This design comes from an exercise in tuning for small area, a short achievable clock period and few clock cycles per item on the open sky130 flow, not from production work.
Where RTL was checked, it was by simulation tests only, not by an equivalence proof against the original.

==> v35 <==
## feistel_sbox_cipher_integral_sum
module feistel_sbox_cipher_integral_sum #(
  parameter int ROUND_COUNT = fsc_pkg::ROUND_COUNT_DEF,
  parameter logic [8:0] CUTS = 9'b1_0101_0101
) (
  input  wire logic                              clk,
  input  wire logic                              rst_n,
  input  wire logic                              cfg_wr_en,
  input  wire logic [fsc_pkg::CFG_INDEX_W-1:0]   cfg_index,
  input  wire logic [fsc_pkg::CFG_DATA_W-1:0]    cfg_wdata,
  input  wire logic                              in_valid,
  output logic                                   in_stall,
  input  wire logic [fsc_pkg::HALF_W-1:0]        in_plain_left,
  input  wire logic [fsc_pkg::HALF_W-1:0]        in_plain_right,
  input  wire logic                              in_first_of_set,
  input  wire logic                              in_last_of_set,
  output logic                                   out_valid,
  input  wire logic                              out_stall,
  output logic [fsc_pkg::HALF_W-1:0]             out_cipher_left,
  ...
==> flow/config.mk <==
export PLATFORM = sky130hd
export DESIGN_NAME = feistel_sbox_cipher_integral_sum
export DESIGN_NICKNAME = feistel_sbox_cipher_integral_sum
export VERILOG_FILES = /design/flow/design.v
export SDC_FILE = /design/flow/constraint.sdc
export NUM_CORES = 4
export LEC_CHECK = 0
export ABC_AREA = 1
export CAP_MARGIN = 20
export CORE_MARGIN = 2
export CORE_UTILIZATION = 40
export CTS_BUF_LIST = sky130_fd_sc_hd__clkbuf_8
export CTS_CLUSTER_DIAMETER = 60
export CTS_CLUSTER_SIZE = 12
export PLACE_DENSITY = 0.8
export SETUP_SLACK_MARGIN = 2.55
export SLEW_MARGIN = 20
==> flow/constraint.sdc <==
create_clock -name core_clock -period 5.0 [get_ports {clk}]
set_input_delay 1.0000 -clock core_clock [delete_from_list [all_inputs] [get_ports {clk}]]
set_output_delay 1.0000 -clock core_clock [all_outputs]
set_load 0.01 [all_outputs]
standard.sh (not shown) runs the stock make flow with config.mk's settings and CLKGATE_MAP_FILE= SYNTH_SCRIPT=/design/flow/synth_recipe.tcl, a recipe that flattens the netlist after the stock synthesis.
==> flow/flow/run.sh <==
#!/bin/bash
# Own layout flow: the standard layout (standard.sh), unchanged except that the
# port buffers buffer_ports inserts are sky130_fd_sc_hd__buf_2 cells. Each tool's
# output goes to a log file in this folder; ORFS's per-step logs stay under orfs/logs.
set -euo pipefail
bash standard.sh synth > make_synth.log 2>&1
bash standard.sh "BUFFER_PORTS_ARGS=-buffer_cell sky130_fd_sc_hd__buf_2" finish > make_layout.log 2>&1
==> v15 (differences from v35) <==
==> flow/flow/run.sh (replaced) <==
#!/bin/bash
# Own layout flow: the standard layout (standard.sh), unchanged except that the
# port buffers buffer_ports inserts are sky130_fd_sc_hd__buf_2 cells and that the
# power recovery step after global routing (RECOVER_POWER) downsizes gates on
# paths with slack to spare. Each tool's output goes to a log file in this folder;
# ORFS's per-step logs stay under orfs/logs.
set -euo pipefail
bash standard.sh synth > make_synth.log 2>&1
bash standard.sh "BUFFER_PORTS_ARGS=-buffer_cell sky130_fd_sc_hd__buf_2" RECOVER_POWER=100 finish > make_layout.log 2>&1
--- a/flow/config.mk
+++ b/flow/config.mk
@@ -12,6 +12,5 @@
 export CTS_BUF_LIST = sky130_fd_sc_hd__clkbuf_8
 export CTS_CLUSTER_DIAMETER = 60
 export CTS_CLUSTER_SIZE = 12
-export PLACE_DENSITY = 0.8
-export SETUP_SLACK_MARGIN = 2.55
+export SETUP_SLACK_MARGIN = 2.6
 export SLEW_MARGIN = 20
==> comparison <==
- v15 completed and failed the layout checks on capacitance limit, slew limit. v35 completed without violations.
- Of v35 and v15, v35 has the higher via count (gap 3.9%, measured against v15).
- Between v15 and v35, the lower first-iteration DRC count is in v15 (gap about 30%, measured against v35).
- Between v35 and v15, the lower sequential share of layout area is in v35 (gap 0.057 points).
- In v35 the setup slack is better than in v15, by 980 ps.
Testbench counts of v35, summed over its fixed seeds: cycles 9,648, items 9,600.
Testbench counts of v15, summed over its fixed seeds: cycles 9,648, items 9,600.

========
==> build 33: inputs <==
feistel_sbox_cipher_integral_sum, a different RTL version from the one above (not shown whole).
==> module feistel_sbox_cipher_integral_sum, before the edit <==
module feistel_sbox_cipher_integral_sum #(
  parameter int ROUND_COUNT = fsc_pkg::ROUND_COUNT_DEF,
  parameter logic [8:0] CUTS = 9'b1_0101_0101
) (
  input  wire logic                              clk,
  input  wire logic                              rst_n,
  input  wire logic                              cfg_wr_en,
  input  wire logic [fsc_pkg::CFG_INDEX_W-1:0]   cfg_index,
  input  wire logic [fsc_pkg::CFG_DATA_W-1:0]    cfg_wdata,
  input  wire logic                              in_valid,
  output logic                                   in_stall,
  input  wire logic [fsc_pkg::HALF_W-1:0]        in_plain_left,
  input  wire logic [fsc_pkg::HALF_W-1:0]        in_plain_right,
  input  wire logic                              in_first_of_set,
  input  wire logic                              in_last_of_set,
  output logic                                   out_valid,
  input  wire logic                              out_stall,
  output logic [fsc_pkg::HALF_W-1:0]             out_cipher_left,
  output logic [fsc_pkg::HALF_W-1:0]             out_cipher_right,
  output logic [fsc_pkg::HALF_W-1:0]             out_xor_sum_left_out,
  output logic [fsc_pkg::HALF_W-1:0]             out_xor_sum_right_out,
  output logic [fsc_pkg::HALF_W-1:0]             out_sticky_left_out,
  output logic [fsc_pkg::HALF_W-1:0]             out_sticky_right_out
);
  localparam int W = fsc_pkg::HALF_W;
  logic [63:0] k14, k58;
  logic [W-1:0] k9;
  logic [W-1:0] subkey [1:9];
  logic [63:0] kd;
  assign kd = cfg_wdata & {64{rst_n}};
  always_ff @(posedge clk) begin
    if (!rst_n || (cfg_wr_en && cfg_index == 2'd0)) k14 <= kd;
    if (!rst_n || (cfg_wr_en && cfg_index == 2'd1)) k58 <= kd;
    if (!rst_n || (cfg_wr_en && cfg_index == 2'd2)) k9  <= kd[W-1:0];
  end
  for (genvar k = 1; k <= 4; k++) begin : g_k14
    assign subkey[k]   = k14[W*(k-1) +: W];
    assign subkey[k+4] = k58[W*(k-1) +: W];
  end
  assign subkey[9]  = k9;
  logic adv;
  logic out_valid_r;
  assign adv = !(out_valid_r && out_stall);
  logic [W-1:0] a_l [0:8];
  logic [W-1:0] a_r [0:8];
  logic         a_f [0:8];
  logic         a_t [0:8];
  logic         a_v [0:8];
  logic [W-1:0] b_l [0:8];
  logic [W-1:0] b_r [0:8];
  logic         b_f [0:8];
  logic         b_t [0:8];
  logic         b_v [0:8];
  assign a_l[0] = in_plain_left;
  assign a_r[0] = in_plain_right ^ subkey[1];
  assign a_f[0] = in_first_of_set;
  assign a_t[0] = in_last_of_set;
  assign a_v[0] = in_valid;
  for (genvar k = 0; k <= 8; k++) begin : g_stage
    if (CUTS[k]) begin : g_reg
      logic [W-1:0] l_q, r_q;
      logic         f_q, t_q, v_q;
      always_ff @(posedge clk) begin
        if (adv) begin
          l_q <= a_l[k];
          r_q <= a_r[k];
          f_q <= a_f[k];
          t_q <= a_t[k];
        end
      end
      always_ff @(posedge clk) begin
        if (!rst_n) v_q <= 1'b0;
        else if (adv) v_q <= a_v[k];
      end
      assign b_l[k] = l_q;
      assign b_r[k] = r_q;
      assign b_f[k] = f_q;
      assign b_t[k] = t_q;
      assign b_v[k] = v_q;
    end else begin : g_wire
      assign b_l[k] = a_l[k];
      assign b_r[k] = a_r[k];
      assign b_f[k] = a_f[k];
      assign b_t[k] = a_t[k];
      assign b_v[k] = a_v[k];
    end
    if (k < 8) begin : g_round
      fsc_round_pipe u_round (
        .l_in    (b_l[k]),
        .t_in    (b_r[k]),
        .key     (subkey[k+1]),
        .key_nxt (subkey[k+2 > 9 ? 9 : k+2]),
        .l_out   (a_l[k+1]),
        .t_out   (a_r[k+1])
      );
      assign a_f[k+1] = b_f[k];
      assign a_t[k+1] = b_t[k];
      assign a_v[k+1] = b_v[k];
    end
  end
  always_ff @(posedge clk) begin
    if (!rst_n) out_valid_r <= 1'b0;
    else if (adv) out_valid_r <= b_v[8];
  end
  assign out_valid = out_valid_r;
  logic ov_stall;
  assign in_stall = ov_stall && out_stall;
  always_ff @(posedge clk) begin
    if (!rst_n) ov_stall <= 1'b0;
    else if (!in_stall) ov_stall <= b_v[8];
  end
  fsc_accum u_accum (
    .clk                   (clk),
    .rst_n                 (rst_n),
    .ld                    (adv && b_v[8]),
    .first                 (b_f[8]),
    .last                  (b_t[8]),
    .l8                    (b_l[8]),
    .t9                    (b_r[8]),
    .key                   (subkey[9]),
    .out_cipher_left       (out_cipher_left),
    .out_cipher_right      (out_cipher_right),
    .out_xor_sum_left_out  (out_xor_sum_left_out),
    .out_xor_sum_right_out (out_xor_sum_right_out),
    .out_sticky_left_out   (out_sticky_left_out),
    .out_sticky_right_out  (out_sticky_right_out)
  );
endmodule
==> flow/config.mk <==
export PLATFORM = sky130hd
export DESIGN_NAME = feistel_sbox_cipher_integral_sum
export DESIGN_NICKNAME = feistel_sbox_cipher_integral_sum
export VERILOG_FILES = /design/flow/design.v
export SDC_FILE = /design/flow/constraint.sdc
export NUM_CORES = 4
export LEC_CHECK = 0
export ABC_AREA = 1
export CAP_MARGIN = 20
export CORE_MARGIN = 2
export CORE_UTILIZATION = 40
export SETUP_SLACK_MARGIN = 2.7
export SLEW_MARGIN = 20
==> flow/constraint.sdc <==
create_clock -name core_clock -period 5.0 [get_ports {clk}]
set_input_delay 1.0000 -clock core_clock [delete_from_list [all_inputs] [get_ports {clk}]]
set_output_delay 1.0000 -clock core_clock [all_outputs]
set_load 0.01 [all_outputs]
==> flow/flow/run.sh <==
#!/bin/bash
# Own layout flow: the standard layout (standard.sh), unchanged except that the
# port buffers buffer_ports inserts are sky130_fd_sc_hd__buf_2 cells. Each tool's
# output goes to a log file in this folder; ORFS's per-step logs stay under orfs/logs.
set -euo pipefail
bash standard.sh synth > make_synth.log 2>&1
bash standard.sh "BUFFER_PORTS_ARGS=-buffer_cell sky130_fd_sc_hd__buf_2" finish > make_layout.log 2>&1
==> build 77 (differences from build 33) <==
==> flow/design.v (replaced) <==
`default_nettype none
package fsc_pkg;
  localparam int HALF_W          = 16;
  localparam int KEY_BANK_W      = 64;
  localparam int ROUND_COUNT_DEF = 9;
  localparam int CFG_INDEX_W = 2;
  localparam int CFG_DATA_W  = KEY_BANK_W;
  localparam logic [63:0] SBOX = 64'h2174_8fe3_da09_b65c;
  localparam logic [63:0] PERM_DEST = 64'h5ae0_b61c_f287_39d4;
  function automatic logic [3:0] sbox4(input logic [3:0] x);
    logic [3:0] s;
    s[0] = x[3] ? (x[1] ? ~x[0] : ~(x[2]^x[0])) : (x[1] ? x[0] : (x[2]^x[0]));
    s[1] = x[3] ? (x[1] ? ~(x[2]^x[0]) : (~x[2]|x[0])) : (x[1] ? ~(x[2]&x[0]) : 1'b0);
    s[2] = x[3] ? (x[1] ? ~(x[2]|x[0]) : (x[2]|x[0])) : (x[1] ? ~(x[2]^x[0]) : ~x[2]);
    s[3] = x[3] ? (x[1] ? ~x[2] : (~x[2]&x[0])) : (x[1] ? (x[2]|x[0]) : ~x[0]);
    sbox4 = s;
  endfunction
  function automatic logic [HALF_W-1:0] round_fn(input logic [HALF_W-1:0] x);
    logic [HALF_W-1:0] w;
    logic [HALF_W-1:0] z;
    for (int i = 0; i < 4; i++) begin
      w[4*i +: 4] = sbox4(x[4*i +: 4]);
    end
    z = '0;
    for (int i = 0; i < HALF_W; i++) begin
      z[PERM_DEST[4*i +: 4]] = w[HALF_W-1-i];
    end
    round_fn = z;
  endfunction
endpackage
`default_nettype wire
`default_nettype none
module fsc_round_pipe (
  input  wire logic [fsc_pkg::HALF_W-1:0] l_in,
  input  wire logic [fsc_pkg::HALF_W-1:0] t_in,
  input  wire logic [fsc_pkg::HALF_W-1:0] key,
  input  wire logic [fsc_pkg::HALF_W-1:0] key_nxt,
  output logic      [fsc_pkg::HALF_W-1:0] l_out,
  output logic      [fsc_pkg::HALF_W-1:0] t_out
);
  assign l_out = t_in ^ key;
  assign t_out = (l_in ^ key_nxt) ^ fsc_pkg::round_fn(t_in);
endmodule
`default_nettype wire
`default_nettype none
`default_nettype wire
`default_nettype none
module fsc_accum (
  input  wire logic                        clk,
  input  wire logic                        rst_n,
  input  wire logic                        ld_c,
  input  wire logic                        ld_s,
  input  wire logic                        first,
  input  wire logic                        last,
  input  wire logic [fsc_pkg::HALF_W-1:0]  l7,
  input  wire logic [fsc_pkg::HALF_W-1:0]  t8,
  input  wire logic [fsc_pkg::HALF_W-1:0]  key8,
  input  wire logic [fsc_pkg::HALF_W-1:0]  key9,
  output logic [fsc_pkg::HALF_W-1:0]       out_cipher_left,
  output logic [fsc_pkg::HALF_W-1:0]       out_cipher_right,
  output logic [fsc_pkg::HALF_W-1:0]       out_xor_sum_left_out,
  output logic [fsc_pkg::HALF_W-1:0]       out_xor_sum_right_out,
  output logic [fsc_pkg::HALF_W-1:0]       out_sticky_left_out,
  output logic [fsc_pkg::HALF_W-1:0]       out_sticky_right_out
);
  localparam int W = fsc_pkg::HALF_W;
  logic [W-1:0] xs_l, xs_r, sk_l, sk_r, cl, cr;
  logic [W-1:0] f8, l8, t9, f9, base_l, base_r;
  assign f8 = fsc_pkg::round_fn(t8);
  assign l8 = t8 ^ key8;
  assign t9 = (l7 ^ key9) ^ f8;
  assign f9 = fsc_pkg::round_fn(t9);
  assign base_l = (first ? '0 : xs_l) ^ l7;
  assign base_r = (first ? '0 : xs_r) ^ l8;
  always_ff @(posedge clk) begin
    if (!rst_n) begin
      xs_l <= '0;
      xs_r <= '0;
      sk_l <= '0;
      sk_r <= '0;
    end else if (ld_s) begin
      xs_l <= base_l ^ f8;
      xs_r <= base_r ^ f9;
      for (int i = 0; i < W; i++) begin
        if (last) begin
          sk_l[i] <= f8[i] ? (sk_l[i] | !base_l[i]) : (sk_l[i] | base_l[i]);
          sk_r[i] <= f9[i] ? (sk_r[i] | !base_r[i]) : (sk_r[i] | base_r[i]);
        end
      end
    end
  end
  always_ff @(posedge clk) begin
    if (!rst_n) begin
      cl <= '0;
      cr <= '0;
    end else if (ld_c) begin
      cl <= l7 ^ f8;
      cr <= l8 ^ f9;
    end
  end
  assign out_cipher_left       = cl;
  assign out_cipher_right      = cr;
  assign out_xor_sum_left_out  = xs_l;
  assign out_xor_sum_right_out = xs_r;
  assign out_sticky_left_out   = sk_l;
  assign out_sticky_right_out  = sk_r;
endmodule
`default_nettype wire
`default_nettype none
module feistel_sbox_cipher_integral_sum #(
  parameter int ROUND_COUNT = fsc_pkg::ROUND_COUNT_DEF,
  parameter logic [7:0] CUTS = 8'b1010_1010
) (
  input  wire logic                              clk,
  input  wire logic                              rst_n,
  input  wire logic                              cfg_wr_en,
  input  wire logic [fsc_pkg::CFG_INDEX_W-1:0]   cfg_index,
  input  wire logic [fsc_pkg::CFG_DATA_W-1:0]    cfg_wdata,
  input  wire logic                              in_valid,
  output logic                                   in_stall,
  input  wire logic [fsc_pkg::HALF_W-1:0]        in_plain_left,
  input  wire logic [fsc_pkg::HALF_W-1:0]        in_plain_right,
  input  wire logic                              in_first_of_set,
  input  wire logic                              in_last_of_set,
  output logic                                   out_valid,
  input  wire logic                              out_stall,
  output logic [fsc_pkg::HALF_W-1:0]             out_cipher_left,
  output logic [fsc_pkg::HALF_W-1:0]             out_cipher_right,
  output logic [fsc_pkg::HALF_W-1:0]             out_xor_sum_left_out,
  output logic [fsc_pkg::HALF_W-1:0]             out_xor_sum_right_out,
  output logic [fsc_pkg::HALF_W-1:0]             out_sticky_left_out,
  output logic [fsc_pkg::HALF_W-1:0]             out_sticky_right_out
);
  localparam int W = fsc_pkg::HALF_W;
  logic [63:0] k14, k58;
  logic [W-1:0] k9;
  logic [W-1:0] subkey [1:9];
  logic [63:0] kd;
  assign kd = cfg_wdata & {64{rst_n}};
  always_ff @(posedge clk) begin
    if (!rst_n || (cfg_wr_en && cfg_index == 2'd0)) k14 <= kd;
    if (!rst_n || (cfg_wr_en && cfg_index == 2'd1)) k58 <= kd;
    if (!rst_n || (cfg_wr_en && cfg_index == 2'd2)) k9  <= kd[W-1:0];
  end
  for (genvar k = 1; k <= 4; k++) begin : g_k14
    assign subkey[k]   = k14[W*(k-1) +: W];
    assign subkey[k+4] = k58[W*(k-1) +: W];
  end
  assign subkey[9]  = k9;
  logic adv;
  logic out_valid_r;
  logic acc_v;   
  assign adv = !(out_valid_r && out_stall);
  logic         skid_v;
  logic [W-1:0] skid_l, skid_r;
  logic         skid_f, skid_t;
  logic         stall_q;
  assign in_stall = stall_q;
  always_ff @(posedge clk) begin
    if (!rst_n) begin
      skid_v  <= 1'b0;
      stall_q <= 1'b0;
    end else begin
      skid_v  <= !adv && (skid_v || in_valid);
      stall_q <= !adv && (stall_q || in_valid);
    end
  end
  always_ff @(posedge clk) begin
    if (!skid_v) begin
      skid_l <= in_plain_left;
      skid_r <= in_plain_right;
      skid_f <= in_first_of_set;
      skid_t <= in_last_of_set;
    end
  end
  logic [W-1:0] a_l [0:7];
  logic [W-1:0] a_r [0:7];
  logic         a_f [0:7];
  logic         a_t [0:7];
  logic         a_v [0:7];
  logic [W-1:0] b_l [0:7];
  logic [W-1:0] b_r [0:7];
  logic         b_f [0:7];
  logic         b_t [0:7];
  logic         b_v [0:7];
  assign a_l[0] = skid_v ? skid_l : in_plain_left;
  assign a_r[0] = (skid_v ? skid_r : in_plain_right) ^ subkey[1];
  assign a_f[0] = skid_v ? skid_f : in_first_of_set;
  assign a_t[0] = skid_v ? skid_t : in_last_of_set;
  assign a_v[0] = skid_v || in_valid;
  for (genvar k = 0; k <= 7; k++) begin : g_stage
    if (CUTS[k]) begin : g_reg
      logic [W-1:0] l_q, r_q;
      logic         f_q, t_q, v_q;
      logic         ov_q, en;
      assign en = !(ov_q && out_stall);
      always_ff @(posedge clk) begin
        if (!rst_n) ov_q <= 1'b0;
        else if (en) ov_q <= acc_v;
      end
      always_ff @(posedge clk) begin
        if (en) begin
          l_q <= a_l[k];
          r_q <= a_r[k];
          f_q <= a_f[k];
          t_q <= a_t[k];
        end
      end
      always_ff @(posedge clk) begin
        if (!rst_n) v_q <= 1'b0;
        else if (en) v_q <= a_v[k];
      end
      assign b_l[k] = l_q;
      assign b_r[k] = r_q;
      assign b_f[k] = f_q;
      assign b_t[k] = t_q;
      assign b_v[k] = v_q;
    end else begin : g_wire
      assign b_l[k] = a_l[k];
      assign b_r[k] = a_r[k];
      assign b_f[k] = a_f[k];
      assign b_t[k] = a_t[k];
      assign b_v[k] = a_v[k];
    end
    if (k < 7) begin : g_round
      fsc_round_pipe u_round (
        .l_in    (b_l[k]),
        .t_in    (b_r[k]),
        .key     (subkey[k+1]),
        .key_nxt (subkey[k+2 > 9 ? 9 : k+2]),
        .l_out   (a_l[k+1]),
        .t_out   (a_r[k+1])
      );
      assign a_f[k+1] = b_f[k];
      assign a_t[k+1] = b_t[k];
      assign a_v[k+1] = b_v[k];
    end
  end
  assign acc_v = b_v[7];
  logic ov_c, ov_s, en_c, en_s;
  assign en_c = !(ov_c && out_stall);
  assign en_s = !(ov_s && out_stall);
  always_ff @(posedge clk) begin
    if (!rst_n) begin
      out_valid_r <= 1'b0;
      ov_c        <= 1'b0;
      ov_s        <= 1'b0;
    end else begin
      if (adv)  out_valid_r <= acc_v;
      if (en_c) ov_c        <= acc_v;
      if (en_s) ov_s        <= acc_v;
    end
  end
  assign out_valid = out_valid_r;
  fsc_accum u_accum (
    .clk                   (clk),
    .rst_n                 (rst_n),
    .ld_c                  (en_c && acc_v),
    .ld_s                  (en_s && acc_v),
    .first                 (b_f[7]),
    .last                  (b_t[7]),
    .l7                    (b_l[7]),
    .t8                    (b_r[7]),
    .key8                  (subkey[8]),
    .key9                  (subkey[9]),
    .out_cipher_left       (out_cipher_left),
    .out_cipher_right      (out_cipher_right),
    .out_xor_sum_left_out  (out_xor_sum_left_out),
    .out_xor_sum_right_out (out_xor_sum_right_out),
    .out_sticky_left_out   (out_sticky_left_out),
    .out_sticky_right_out  (out_sticky_right_out)
  );
endmodule
`default_nettype wire
--- a/flow/config.mk
+++ b/flow/config.mk
@@ -4,10 +4,13 @@
 export VERILOG_FILES = /design/flow/design.v
 export SDC_FILE = /design/flow/constraint.sdc
 export NUM_CORES = 4
 export LEC_CHECK = 0
 export ABC_AREA = 1
 export CAP_MARGIN = 20
 export CORE_MARGIN = 2
 export CORE_UTILIZATION = 40
-export SETUP_SLACK_MARGIN = 2.7
+export CTS_BUF_LIST = sky130_fd_sc_hd__clkbuf_8
+export CTS_CLUSTER_DIAMETER = 60
+export CTS_CLUSTER_SIZE = 12
+export SETUP_SLACK_MARGIN = 2.75
 export SLEW_MARGIN = 20
==> build 84 (differences from build 33) <==
--- a/flow/design.v
+++ b/flow/design.v
@@ -126,16 +126,17 @@
   for (genvar k = 1; k <= 4; k++) begin : g_k14
     assign subkey[k]   = k14[W*(k-1) +: W];
     assign subkey[k+4] = k58[W*(k-1) +: W];
   end
   assign subkey[9]  = k9;
   logic adv;
   logic out_valid_r;
   assign adv = !(out_valid_r && out_stall);
+  assign in_stall = !adv;
   logic [W-1:0] a_l [0:8];
   logic [W-1:0] a_r [0:8];
   logic         a_f [0:8];
   logic         a_t [0:8];
   logic         a_v [0:8];
   logic [W-1:0] b_l [0:8];
   logic [W-1:0] b_r [0:8];
   logic         b_f [0:8];
@@ -188,22 +189,16 @@
       assign a_v[k+1] = b_v[k];
     end
   end
   always_ff @(posedge clk) begin
     if (!rst_n) out_valid_r <= 1'b0;
     else if (adv) out_valid_r <= b_v[8];
   end
   assign out_valid = out_valid_r;
-  logic ov_stall;
-  assign in_stall = ov_stall && out_stall;
-  always_ff @(posedge clk) begin
-    if (!rst_n) ov_stall <= 1'b0;
-    else if (!in_stall) ov_stall <= b_v[8];
-  end
   fsc_accum u_accum (
     .clk                   (clk),
     .rst_n                 (rst_n),
     .ld                    (adv && b_v[8]),
     .first                 (b_f[8]),
     .last                  (b_t[8]),
     .l8                    (b_l[8]),
     .t9                    (b_r[8]),
--- a/flow/config.mk
+++ b/flow/config.mk
@@ -4,10 +4,9 @@
 export VERILOG_FILES = /design/flow/design.v
 export SDC_FILE = /design/flow/constraint.sdc
 export NUM_CORES = 4
 export LEC_CHECK = 0
 export ABC_AREA = 1
 export CAP_MARGIN = 20
 export CORE_MARGIN = 2
 export CORE_UTILIZATION = 40
-export SETUP_SLACK_MARGIN = 2.7
 export SLEW_MARGIN = 20
==> results.txt <==
                                                                                       build 84                 build 77                 build 33
Aggregate routed wire length                                                           67.22 mm                 74.54 mm                 72.35 mm
Metal1 wirelength                                                                      31.32 mm                 31.88 mm                 31.06 mm
Worst EP arrival                                                                        1.97 ns                  2.93 ns                  2.72 ns
Number of antenna violations at the first check in global routing                             0                        0                        2
Vias per cell                                                                             4.738                    4.942                    4.850
Depth of the critical timing path with buffers and inverters included                         4                       14                       13
Fraction of the mapped netlist area in adder cells                                       6.943%                   5.605%                   6.947%
End of the worst register-to-register path                             g_stage[6].g_reg.r_q[11]  g_stage[7].g_reg.r_q[5]  g_stage[4].g_reg.r_q[8]
Clock transition at path regs                                                           0.06 ns                  0.09 ns                  0.06 ns
Status                                                         no timing/DRC/antenna violations  no timing/DRC/antenna violations  no timing/DRC/antenna violations
Sequential share of the synthesized area                                                 45.13%                   45.08%                   45.23%
Worst-path maximum fanout                                                                    82                        5                        5
Synthesized net count                                                                      3296                     3075                     3253
Maximum clock frequency                                                               337.1 MHz                394.7 MHz                422.2 MHz
Global-route wire length before repair                                                 102.4 mm                 105.8 mm                 105.3 mm
Met2 wire len                                                                          30.12 mm                 35.04 mm                 34.13 mm
Number of fill cells in the layout                                                         6347                     5394                     5955
Syn Area/Cell                                                                       8.578 sq um              8.748 sq um              8.696 sq um
Initial core utilization                                                                 40.53%                   40.52%                   40.51%
Yosys cell types                                                                             41                       45                       42
Worst reg2reg path depth                                                                     12                       14                       13
Met3 usage in global routing                                                             2.622%                   2.192%                   2.324%
Cts bufs inserted                                                                            47                       44                       48
Seq Cell Count                                                                              416                      423                      417
Mapped Area                                                                       0.02613 sq mm            0.02500 sq mm            0.02611 sq mm
Testbench counts of build 33, summed over its fixed seeds: cycles 9,648, items 9,600.
For build 77 and build 84, only the layout was checked, not whether the RTL still works.

==> static timing again, ports no longer ideal <==
No port has a modelled driver above. Below, the same layouts with a new extraction and two added sets of constraints.
Step 1 sets driving cells, clkbuf_16 on the clock port and buf_2 on the other inputs (assumed; they add their load-dependent delay and slew).
Step 2 moves the port delays by t, midway between the first and last clock arrival at a register: inputs arrive t later, outputs are due t later. That takes back most of the time a late clock gives input paths.
Slacks: ideal / step 1 / step 2; pairs: ideal / step 1.
run	shift t [ns]	slack for setup (ns)	slew at the worst register clock pin (ns)	cell pins on the clock port's net
v35	0.677	2.598 / 2.598 / 2.065	0.10 / 0.10	1
v15	0.705	1.613 / 1.647 / 0.943	0.09 / 0.09	1
build 33	0.649	2.632 / 2.632 / 2.152	0.07 / 0.07	1
build 77	0.687	2.467 / 2.467 / 2.230	0.09 / 0.09	1
build 84	0.637	2.034 / 2.015 / 1.865	0.06 / 0.06	1
The setup slack of v15, which loses most, moves by +0.034 ns with the drivers and by -0.670 ns with both steps.
